Background: an optimization exercise with open tools, aiming at small area and a short achievable clock period. Do not read the settings as production practice.
Only simulation tests tie the RTL to the original design; equivalence was not proved.
Power figures rest on the tool's default switching activity, not on a simulated workload.

== the baseline ==
==> flow/design.v (excerpt) <==
module bin_morph_3x3 #(
  parameter int IMG_WIDTH = 640,
  parameter int MODE      = 0,
  parameter int XW        = 11
) (
  input  logic clk,
  input  logic rst,
  input  logic per_frame_vsync,
  input  logic per_frame_href,
  input  logic per_frame_clken,
  input  logic per_img_Bit,
  output logic post_frame_vsync,
  output logic post_frame_href,
  output logic post_frame_clken,
  output logic post_img_Bit
);
For scale: ~2400 cells after synthesis, about 970 flip-flops, roughly 10 I/O pins, about 38000 um^2 of cells after synthesis.
export LEC_CHECK = 0
export ABC_CLOCK_PERIOD_IN_PS = 2500
export CAP_MARGIN = 20
export CORE_MARGIN = 2
export CORE_UTILIZATION = 40
export CTS_BUF_LIST = sky130_fd_sc_hd__clkbuf_16
export CTS_CLUSTER_DIAMETER = 80
export CTS_CLUSTER_SIZE = 20
export SETUP_SLACK_MARGIN = 2.5
export SLEW_MARGIN = 20
create_clock -name core_clock -period 5.5 [get_ports {clk}]
run.sh (not shown) runs the stock make flow with config.mk's settings and CLKGATE_MAP_FILE= SYNTH_SCRIPT=/design/flow/synth_recipe.tcl, a recipe that flattens the netlist after the stock synthesis.
The baseline completed; timing, DRC and antenna clean
The following lists how the candidate was set up differently from the baseline:
-- flow/design.v --
<<< the baseline, line 28
  logic [9:0] T;                      
  logic [6:0] R;                      
  logic [6:0] src;                    
  logic [6:0] enc;                    
  logic [6:0] W;                      
  logic [9:0] dr;                     
  logic [9:0] ds;                     
  logic [6:0] rd;
  logic [1:0] old, eff, nt;
>>> the candidate, line 28
  logic [9:0] T;                      
  logic [6:0] R;                      
  logic [6:0] src;
  logic [6:0] enc;                    
  logic [6:0] W;                      
  logic [9:0] dr;                     
  logic [9:0] ds;                     
  logic [9:0] DS;                     
  logic [6:0] rd;
  logic [1:0] old, eff, nt;
<<< the baseline, line 59
  localparam logic [1023:0] ENC5 = 1024'h0000000000000000000000000000000033ff33ff33ff33ff33ff33ff33ffffff0000000000000000000000000000000033ff33ff33ff33ff33ff33ff33ffffffff00ff00cc00cc00ff00ff00cc00cc00cc00cc00cc00cc00cc00cc00cc000000ff00ff0000000000ff00ff0000000000cc00cc0000000000cc00cc0000000000;
  localparam logic [1023:0] ENC6 = 1024'hffffffffffffffffffffffffffffffffcc00cc00cc00cc00cc00cc00cc000000ffffffffffffffffffffffffffffffffcc00cc00cc00cc00cc00cc00cc00000000000000000000000000000000000000000000000000000000000000000000000000000000000000000000000000000000000000000000000000000000000000;
  assign src = rs ? mem[0] : R;
  assign dr  = {DEC9[src], DEC8[src], DEC7[src], DEC6[src], DEC5[src],
                DEC4[src], DEC3[src], DEC2[src], DEC1[src], DEC0[src]};
  assign enc = {ENC6[T], ENC5[T], ENC4[T], ENC3[T], ENC2[T], ENC1[T], ENC0[T]};
  assign ds  = (rs && tw == 8'd0) ? T : dr;
  always_comb begin
    case (k)
>>> the candidate, line 60
  localparam logic [1023:0] ENC5 = 1024'h0000000000000000000000000000000033ff33ff33ff33ff33ff33ff33ffffff0000000000000000000000000000000033ff33ff33ff33ff33ff33ff33ffffffff00ff00cc00cc00ff00ff00cc00cc00cc00cc00cc00cc00cc00cc00cc000000ff00ff0000000000ff00ff0000000000cc00cc0000000000cc00cc0000000000;
  localparam logic [1023:0] ENC6 = 1024'hffffffffffffffffffffffffffffffffcc00cc00cc00cc00cc00cc00cc000000ffffffffffffffffffffffffffffffffcc00cc00cc00cc00cc00cc00cc00000000000000000000000000000000000000000000000000000000000000000000000000000000000000000000000000000000000000000000000000000000000000;
  assign src = !href_fall ? R : (pa[0] & pb[0]) ? W : mem[0];
  assign dr  = {DEC9[src], DEC8[src], DEC7[src], DEC6[src], DEC5[src],
                DEC4[src], DEC3[src], DEC2[src], DEC1[src], DEC0[src]};
  assign enc = {ENC6[T], ENC5[T], ENC4[T], ENC3[T], ENC2[T], ENC1[T], ENC0[T]};
  assign ds  = (href_fall && tw == 8'd0) ? T : dr;
  always_comb begin
    case (k)
<<< the baseline, line 73
    endcase
    if (sw)
      old = ds[1:0];
  end
  assign eff = row0 ? 2'd0 : old;
>>> the candidate, line 74
    endcase
    if (sw)
      old = DS[1:0];
  end
  assign eff = row0 ? 2'd0 : old;
<<< the baseline, line 118
      if (per_frame_clken && inr) begin
        if (sw) begin
          T  <= {row0 ? 8'd0 : ds[9:2], nt};
          tw <= rs ? 8'd0 : tw + 8'd1;
          k  <= 3'd1;
>>> the candidate, line 119
      if (per_frame_clken && inr) begin
        if (sw) begin
          T  <= {row0 ? 8'd0 : DS[9:2], nt};
          tw <= rs ? 8'd0 : tw + 8'd1;
          k  <= 3'd1;
<<< the baseline, line 137
        row0 <= 1'b0;
    end
  end
  always_ff @(posedge clk) begin
>>> the candidate, line 138
        row0 <= 1'b0;
    end
  end
  always_ff @(posedge clk) begin
    if (href_fall || !rs)
      DS <= ds;
  end
  always_ff @(posedge clk) begin
==> comparison <==
Comparing transition time at the pin with the least slew margin for the baseline and the candidate, the smaller number came from the candidate.
Multiplexer share of the synthesized area of the candidate is on par with the baseline.
Per the comparison of the candidate with the baseline, final RePlAce weighted congestion decreased by 2.6% relative to the old numbers; initial antenna violation count decreased by 1 relative to the old numbers.
Critical path depth (higher): the candidate
in -> reg as the path type of the worst setup path was reported by the candidate, and reg -> reg by the baseline.
On non-clock buffer contribution to total cell area: between the baseline and the candidate, it ends up lower for the candidate.
Total power deteriorates in the candidate relative to the baseline.
The setup slack of the candidate is smaller than that of the baseline.
Across both runs, clock network fraction of total power was higher for the candidate than for the baseline.

[port drivers added, routing unchanged]
In the flow no input, the clock included, has a driving cell. The finished layouts below were timed again as built, in two steps.
Step 1 assumes that a clkbuf_16 drives the clock port and a buf_2 every other input.
Step 2 moves the port delays by t, midway between the first and last clock arrival at a register: inputs arrive t later, outputs are due t later. That takes back most of the time a late clock gives input paths.
a / b / c = no drivers / after step 1 / after step 2; a / b = the first two.
run | t, ns | setup WS [ns] | worst hold slack (ns) | slew at the worst register clock pin (ns)
the baseline | 0.703 | 2.690 / 2.690 / 2.358 | 0.444 / 0.444 / 0.444 | 0.09 / 0.09
the candidate | 0.705 | 2.582 / 2.620 / 1.917 | 0.452 / 0.452 / 0.452 | 0.09 / 0.09
After both steps every run listed still meets setup and hold. The setup slack of the candidate, which loses most, moves by +0.038 ns with the drivers and by -0.665 ns with both steps.
